This design comes from an exercise in tuning for a short achievable clock period and few clock cycles per item on the open sky130 flow, not from production work.
Only simulation tests tie the RTL to the original design; equivalence was not proved.
Power figures rest on the tool's default switching activity, not on a simulated workload.

`flow/design.v`:
```
module axi4_lite_regfile_slave #(
  parameter int ADDRESS    = 32,
  parameter int DATA_WIDTH = 32,
  parameter int NUM_REGS   = 32
) (
  input  logic                    ACLK,
  input  logic                    ARESETN,
  input  logic [ADDRESS-1:0]      S_AWADDR,
  input  logic                    S_AWVALID,
  output logic                    S_AWREADY,
  input  logic [DATA_WIDTH-1:0]   S_WDATA,
  input  logic [DATA_WIDTH/8-1:0] S_WSTRB,
  input  logic                    S_WVALID,
  output logic                    S_WREADY,
  output logic [1:0]              S_BRESP,
  output logic                    S_BVALID,
  input  logic                    S_BREADY,
  input  logic [ADDRESS-1:0]      S_ARADDR,
  input  logic                    S_ARVALID,
  output logic                    S_ARREADY,
  output logic [DATA_WIDTH-1:0]   S_RDATA,
  output logic [1:0]              S_RRESP,
  output logic                    S_RVALID,
  input  logic                    S_RREADY
);
  localparam int SW    = DATA_WIDTH / 8;
  localparam int OFS   = $clog2(SW);
  localparam int IDX_W = (NUM_REGS > 1) ? $clog2(NUM_REGS) : 1;
  localparam logic [ADDRESS-1:0] NREGS_A = ADDRESS'(NUM_REGS);
  logic                  aw_v, w_v, cm;
  logic [NUM_REGS-1:0]   aw_sel;    
  logic                  aw_ok;
  logic [DATA_WIDTH-1:0] w_data;
  logic [SW-1:0]         w_strb;
  logic                  awready_q, wready_q;
  logic                  aw_hs, w_hs, do_wr, wr_ok_eff, in_aw_ok;
  logic [ADDRESS-1:0]    in_aw_word;
  logic [1:0]            b_cnt, b_cnt_n, b_c1;
  logic                  b_e0, b_e1, b_e0_n, b_e1_n;
  logic                  bvalid_q, b_pop;
  logic                  p_v, p_ok;
  logic [NUM_REGS-1:0]   p_sel;
  logic [1:0]            r_cnt, r_cnt_n, r_c1;
  logic [DATA_WIDTH-1:0] r_d0, r_d1, r_d2, r_d0_n, r_d1_n, r_d2_n;
  logic                  r_e0, r_e1, r_e2, r_e0_n, r_e1_n, r_e2_n;
  logic                  rvalid_q, arready_q, r_pop, ar_hs, rd_ok;
  logic [ADDRESS-1:0]    rd_word;
  logic [DATA_WIDTH-1:0] rd_val;
  logic [NUM_REGS-1:0][DATA_WIDTH-1:0] mem;
  assign aw_hs      = S_AWVALID & awready_q;
  assign w_hs       = S_WVALID & wready_q;
  assign do_wr      = (aw_v | aw_hs) & (w_v | w_hs);
  assign in_aw_word = S_AWADDR >> OFS;
  assign in_aw_ok   = in_aw_word < NREGS_A;
  assign wr_ok_eff  = aw_v ? aw_ok : in_aw_ok;
  always_comb begin
    b_pop   = bvalid_q & S_BREADY;
    b_c1    = b_cnt - {1'b0, b_pop};
    b_e0_n  = b_pop ? b_e1 : b_e0;
    b_e1_n  = b_e1;
    if (do_wr) begin
      if (b_c1 == 2'd0) b_e0_n = ~wr_ok_eff;
      else              b_e1_n = ~wr_ok_eff;
    end
    b_cnt_n = b_c1 + {1'b0, do_wr};
  end
  always_ff @(posedge ACLK or negedge ARESETN) begin
    if (!ARESETN) begin
      aw_v      <= 1'b0;
      w_v       <= 1'b0;
      cm        <= 1'b0;
      aw_sel    <= '0;
      aw_ok     <= 1'b0;
      w_data    <= '0;
      w_strb    <= '0;
      awready_q <= 1'b1;
      wready_q  <= 1'b1;
      b_cnt     <= '0;
      b_e0      <= 1'b0;
      b_e1      <= 1'b0;
      bvalid_q  <= 1'b0;
    end else begin
      if (aw_hs) begin
        for (int r = 0; r < NUM_REGS; r++)
          aw_sel[r] <= in_aw_ok && in_aw_word[IDX_W-1:0] == IDX_W'(r);
        aw_ok  <= in_aw_ok;
      end
      if (w_hs) begin
        w_data <= S_WDATA;
        w_strb <= S_WSTRB;
      end
      aw_v      <= (aw_v | aw_hs) & ~do_wr;
      w_v       <= (w_v | w_hs) & ~do_wr;
      cm        <= do_wr;
      awready_q <= ~((aw_v | aw_hs) & ~do_wr) & (b_cnt_n != 2'd2);
      wready_q  <= ~((w_v | w_hs) & ~do_wr) & (b_cnt_n != 2'd2);
      b_cnt     <= b_cnt_n;
      b_e0      <= b_e0_n;
      b_e1      <= b_e1_n;
      bvalid_q  <= b_cnt_n != 2'd0;
    end
  end
  always_ff @(posedge ACLK or negedge ARESETN) begin
    if (!ARESETN) mem <= '0;
    else
      for (int r = 0; r < NUM_REGS; r++)
        for (int i = 0; i < SW; i++)
          if (cm && aw_sel[r] && w_strb[i])
            mem[r][8*i +: 8] <= w_data[8*i +: 8];
  end
  assign ar_hs   = S_ARVALID & arready_q;
  assign rd_word = S_ARADDR >> OFS;
  assign rd_ok   = rd_word < NREGS_A;
  always_comb begin
    rd_val = '0;
    for (int r = 0; r < NUM_REGS; r++)
      rd_val = rd_val | (mem[r] & {DATA_WIDTH{p_sel[r]}});
  end
  always_comb begin
    r_pop   = rvalid_q & S_RREADY;
    r_c1    = r_cnt - {1'b0, r_pop};
    r_d0_n  = r_pop ? r_d1 : r_d0;
    r_e0_n  = r_pop ? r_e1 : r_e0;
    r_d1_n  = r_pop ? r_d2 : r_d1;
    r_e1_n  = r_pop ? r_e2 : r_e1;
    r_d2_n  = r_d2;
    r_e2_n  = r_e2;
    if (p_v) begin
      case (r_c1)
        2'd0: begin r_d0_n = rd_val; r_e0_n = ~p_ok; end
        2'd1: begin r_d1_n = rd_val; r_e1_n = ~p_ok; end
        default: begin r_d2_n = rd_val; r_e2_n = ~p_ok; end
      endcase
    end
    r_cnt_n = r_c1 + {1'b0, p_v};
  end
  always_ff @(posedge ACLK or negedge ARESETN) begin
    if (!ARESETN) begin
      p_v       <= 1'b0;
      p_ok      <= 1'b0;
      p_sel     <= '0;
      r_cnt     <= '0;
      r_d0      <= '0;
      r_d1      <= '0;
      r_d2      <= '0;
      r_e0      <= 1'b0;
      r_e1      <= 1'b0;
      r_e2      <= 1'b0;
      rvalid_q  <= 1'b0;
      arready_q <= 1'b1;
    end else begin
      p_v <= ar_hs;
      if (ar_hs) begin
        p_ok <= rd_ok;
        for (int r = 0; r < NUM_REGS; r++)
          p_sel[r] <= rd_ok && rd_word[IDX_W-1:0] == IDX_W'(r);
      end
      r_cnt     <= r_cnt_n;
      r_d0      <= r_d0_n;
      r_d1      <= r_d1_n;
      r_d2      <= r_d2_n;
      r_e0      <= r_e0_n;
      r_e1      <= r_e1_n;
      r_e2      <= r_e2_n;
      rvalid_q  <= r_cnt_n != 2'd0;
      arready_q <= (r_cnt_n + {1'b0, ar_hs}) < 2'd3;
    end
  end
  assign S_AWREADY = awready_q;
  assign S_WREADY  = wready_q;
  assign S_ARREADY = arready_q;
  assign S_BVALID  = bvalid_q;
  assign S_BRESP   = {b_e0, 1'b0};
  assign S_RVALID  = rvalid_q;
  assign S_RRESP   = {r_e0, 1'b0};
  assign S_RDATA   = r_d0;
endmodule
```
`flow/run.sh`:
```
#!/bin/bash
# synth_recipe.tcl (not shown) runs the flow's synth.tcl, then flattens the netlist and writes it again
# the make line also repeats each setting of config.mk as NAME=value (left out here)
make -C /OpenROAD-flow-scripts/flow DESIGN_CONFIG=/design/flow/config.mk WORK_HOME=/design/flow/orfs CLKGATE_MAP_FILE= SYNTH_SCRIPT=/design/flow/synth_recipe.tcl finish
```
`flow/config.mk`:
```
export PLATFORM = sky130hd
export DESIGN_NAME = axi4_lite_regfile_slave
export DESIGN_NICKNAME = axi4_lite_regfile_slave
export VERILOG_FILES = /design/flow/design.v
export SDC_FILE = /design/flow/constraint.sdc
export NUM_CORES = 4
export LEC_CHECK = 0
export ABC_CLOCK_PERIOD_IN_PS = 2000
export CAP_MARGIN = 20
export CORE_MARGIN = 2
export CORE_UTILIZATION = 55
export PLACE_DENSITY = 0.7
export SETUP_SLACK_MARGIN = 3.3
export SLEW_MARGIN = 20
```
`flow/constraint.sdc`:
```
create_clock -name core_clock -period 5.0 [get_ports {ACLK}]
set_input_delay 1.0000 -clock core_clock [delete_from_list [all_inputs] [get_ports {ACLK}]]
set_output_delay 1.0000 -clock core_clock [all_outputs]
set_load 0.01 [all_outputs]
```
==> reports/qor.tcl <==
set qor(status) {no timing/DRC/antenna violations}
set qor(synth_top_flop_cell) {dfrtp_1}
set qor(ff2ff_path_depth) 6
set qor(tritoncts_num_sinks) 1240
set qor(min-delay-path-class) {input port to async pin}
set qor(netlist_instances) 3855
set qor(postSynth.asyncResetShare) 1.00
set qor(grt_use_total) 0.371
set qor(drt_drc) 0
set qor(critical_path.endpoint_type) {output port}
set qor(route.detailed.wl_per_inst_um) 34.4
set qor(timing_worst_setup_path_type) {register to output port}
set qor(detail_route.iter0.violations) 4743
set qor(dp_hpwl_mm) 98.6
set qor(postRouteAntennaNets) 0
set qor(critical_path.slowest_cell) {dfstp_2}
set qor(ir_worst_vdd_mv) 0.475
set qor(reg_clk_slew_reported_paths_ps) 60
set qor(fmax_mhz) 420
set qor(cts_htree_levels) 4
set qor(buffer_ports.inserted) 141
set qor(final.setup_skew_ps) 49.4
set qor(leakage_uw) 0.0321
set qor(cellInternalPower_uw) 17600
set qor(finalMaxSlewViolations) 0
set qor(cts_made_buffers) 131
set qor(floorplan.initialDensity) 0.554
set qor(cp-start-kind) {register}
set qor(critical-path-top-delay-family) {flip-flops}
set qor(grt_overflow) 0
set qor(avgViaCountPerCell) 6.97
set qor(launching_point_of_the_worst_reg2reg_path) {p_sel[26]$_DFFE_PN0P_}
set qor(worst_setup_path_endpoint) {S_ARREADY}
set qor(regToRegSetupSlack_ps) 2730
set qor(routed_wirelength_mm) 190
set qor(latest_clock_arrival_within_the_worst_skew_pair_ps) 760
set qor(timing.critical_path.cells) {buf_6}
set qor(grt_pass1_wl_mm) 264
set qor(pwr_density_cell_nw_per_um2) 377
set qor(swShare) 0.298
set qor(coreArea_um2) 94900
set qor(finalHoldViolCount) 0
set qor(ctsLongestPathBuffers) 3
set qor(min_period_over_period) 0.476
set qor(area.growth.synth_to_final_pct) 26.2
set qor(tns_ps) 0
set qor(max_slew.worst_pin.slew_ps) 1200
set qor(tritoncts) {yes}
set qor(die-height_um) 313
set qor(cp_num_buf_inv) 1
set qor(unrepaired_setup_endpoints_after_global_routing) {true}
set qor(firstDrtPassIters) 6
set qor(fin_cells) 5514
set qor(row_count) 113
set qor(clkPwrFrac) 0.389
set qor(seqPwrFrac) 0.466
set qor(comb_power_share) 0.146
set qor(endpoint_of_the_most_critical_register_to_register_path) {r_d2[2]$_DFFE_PN0P_}
set qor(cts.root.buffer_cell) {clkbuf_16}
set qor(critical_path.startpoint) {arready_q$_DFF_PN1_}
set qor(fillers) 6113
set qor(die_x_um) 313
set qor(final_net_count) 4271
set qor(grt_pass1_vias) 37900
set qor(yosysSeqAreaShare) 0.591
set qor(post_synth.cell_area_avg_um2) 13.6
set qor(post_synth_num_cell_types) 42
set qor(drive_gt1_frac) 0.509
set qor(synthesis.yosys.warnings) 1
set qor(post-route-min-period_ps) 2380
set qor(pin_count_of_the_biggest_net_entering_global_routing) 161
set qor(timing.critical_path.fanout_max) 2
set qor(critPathRequiredTime_ps) 4000
set qor(netlist_area_um2) 52500
set qor(power_switching_uw) 7440
set qor(cp_slowest_stage_delay_ps) 540
set qor(routed-via-count) 38400
set qor(flip_flop_and_latch_count_after_synthesis) 1240
set qor(post-place-cells) 5026
set qor(io_pins) 148
set qor(worst-endpoint-arrival_ps) 1380
set qor(max_cap_viol_count) 0
set qor(number_of_antenna_violations_at_the_first_check_in_global_routing) 4
set qor(crit_cells) 1
set qor(globalplace.congestion) 0.890
set qor(setup_viol_count_final) 0
set qor(die_area_um2) 98000
set qor(max-slew-margin-rel) 0.199
set qor(synth_enable_flop_cells) 0
==> worst min-delay path by stage <==
stage,start,to,slack [ps],cells after the start
after floorplan,r_d2[24]$_DFFE_PN0P_,r_d2[24]$_DFFE_PN0P_,440,2
after global placement,r_d2[23]$_DFFE_PN0P_,r_d2[23]$_DFFE_PN0P_,460,2
after detailed placement,r_d2[31]$_DFFE_PN0P_,r_d2[31]$_DFFE_PN0P_,470,2
after CTS,ARESETN,mem[616]$_DFFE_PN0P_,290,1
after global routing,ARESETN,r_d2[10]$_DFFE_PN0P_,340,1
final,ARESETN,r_d2[10]$_DFFE_PN0P_,310,1
==> layout make-up <==
cell class                      instances  area (um2)  share of cell area
Inverter                               11        60.1            0.000906
Multi-Input combinational cell       2312       24000               0.362
Antenna cell                            1        2.50           0.0000378
Sequential cell                      1240       31200               0.470
Timing Repair inverter                  2        20.0            0.000302
Clock buffer                          204        4040              0.0610
Tap cell                             1265        1580              0.0239
Clock inverter                         18         180             0.00272
Timing Repair Buffer                  461        5280              0.0796
==> per-stage QoR <==
| stage | utilization | instance area (um2) | hold slack [ps] | power, uW | setup WS [ps] |
|---|---|---|---|---|---|
| 5_1_grt | 0.699 | 66300 | 339 | 25700 | 2590 |
| 3_5_place_dp | 0.585 | 55500 | 468 | 13200 | 1260 |
| 2_1_floorplan | - | 53100 | 443 | 12500 | 2750 |
| 4_1_cts | 0.676 | 64100 | 290 | 24100 | 2600 |
| 3_3_place_gp | 0.584 | 55400 | 456 | 13200 | 1260 |
| 6_report | 0.699 | 66300 | 307 | 25000 | 2620 |
==> Yosys cell counts, drive strengths merged, types with 2 or more instances <==
| master | instances | area [um2] |
|---|---|---|
| nor2b | 6 | 37.5 |
| a32o | 16 | 160 |
| mux2i | 3 | 30.0 |
| nor3 | 9 | 45.0 |
| nand2 | 232 | 871 |
| ha | 5 | 62.6 |
| nor2 | 13 | 51.3 |
| dfrtp | 1237 | 31000 |
| inv | 11 | 41.3 |
| xor2 | 2 | 17.5 |
| nand2b | 5 | 31.3 |
| a22o | 48 | 420 |
| clkbuf | 289 | 1080 |
| a22oi | 512 | 3840 |
| nand4 | 130 | 835 |
| nor4b | 3 | 62.6 |
| dfstp | 3 | 78.8 |
| and3 | 2 | 12.5 |
| o31ai | 2 | 15.0 |
| buf | 26 | 133 |
| xnor2 | 3 | 26.3 |
| a21oi | 2 | 10.0 |
| nor4 | 48 | 398 |
| mux2 | 1126 | 12700 |
| o21ai | 100 | 500 |
| and2 | 8 | 50.1 |
| nand3 | 9 | 50.1 |
==> cell usage in the layout, fill, tap and decap left out, types with 11 or more instances in the layout <==
master              n
o21ai_2            50
clkbuf_8           36
a22o_1             48
a32o_1             16
nand2_8            67
nand2_4            56
nand2_1            27
nor4_2             12
clkbuf_1           31
a22oi_1           477
buf_8              22
o21ai_1            48
a22oi_2            35
and2_4             11
nand2_2            82
buf_16             16
buf_4             139
clkdlybuf4s50_1    38
nand4_1           128
nor4_4             34
dfrtp_4            27
dlygate4sd2_1      23
buf_12             55
clkbuf_16         143
buf_6              98
dfrtp_2            16
buf_2              32
clkinv_2           11
dfrtp_1          1194
mux2_2            995
mux2_4            131
==> cells by family (layout without fill, tap and decap cells) <==
| kind of cell | count (synthesis) | count (layout) | share of synthesized area |
|---|---|---|---|
| xor gates and xnor gates | 5 | 5 | 0.000834 |
| and+or+nand+nor | 468 | 490 | 0.0471 |
| adders and majority gates | 5 | 5 | 0.00119 |
| muxes | 1129 | 1129 | 0.242 |
| buffers and inverters | 326 | 696 | 0.0240 |
| DFF | 1240 | 1240 | 0.591 |
| AOI/OAI and AO/OA | 681 | 681 | 0.0943 |
| other | 1 | 3 | 0.0000714 |
==> flip-flops by register name, indices dropped and copies added, names as in the netlist, 2 cells and up <==
| signal | flops |
|---|---|
| w_strb | 4 |
| r_d2 | 32 |
| w_data | 32 |
| r_d0 | 32 |
| b_cnt | 2 |
| r_d1 | 32 |
| r_cnt | 2 |
| mem | 1024 |
| p_sel | 32 |
| aw_sel | 32 |
==> metal layers <==
layer,up-vias,global-route usage,part of all wire
met5,-,0,0.00030
met4,8,0.182,0.066
met3,752,0.111,0.12
met2,2533,0.557,0.44
met1,20100,0.494,0.38
li1,15100,-,-
==> timing repair <==
action	CTS	global route
hold endpoints to repair	0	0
gates cloned	34	9
pin swaps	134	106
hold buffers	0	0
setup buffers	179	41
endpoints found under the setup margin	1274	1132
resized for setup	847	417
==> power by group through the flow <==
stage | clock, uW | sequential, uW | combinational, uW
final | 9720 | 11600 | 3640
after global routing | 10200 | 11700 | 3750
after detailed placement | 0 | 11700 | 1490
after floorplan | 0 | 10600 | 1830
after CTS | 9680 | 11600 | 2870
after global placement | 0 | 11700 | 1460
Testbench counts, summed over its fixed seeds: cycles 17,099, items 32,000.

-- separate check: timing with driven ports --
The flow's constraints put no driver on any port. The routed layout listed below was extracted and timed again, unchanged, in two steps.
Step 1: set_driving_cell puts a clkbuf_16 on ACLK and a buf_2 on each other input, an assumption about the parent block.
Step 2 adds t to the input delays and takes it off the output delays; t is the mean of the earliest and latest rising clock arrival at the registers after step 1. Input paths then give back, and output paths get back, about the clock's delay inside the block.
a / b / c = ideal / step 1 / step 2; a / b = the first two.
shift t [ns]: 0.807
setup slack, ns: 2.618 / 2.546 / 2.279
hold slack, ns: 0.307 / 0.323 / 0.481
worst data-port slew with drivers (ns): 0.10
After both steps setup and hold are still met in this run. The setup slack of this run moves by -0.072 ns with the drivers and by -0.339 ns with both steps.
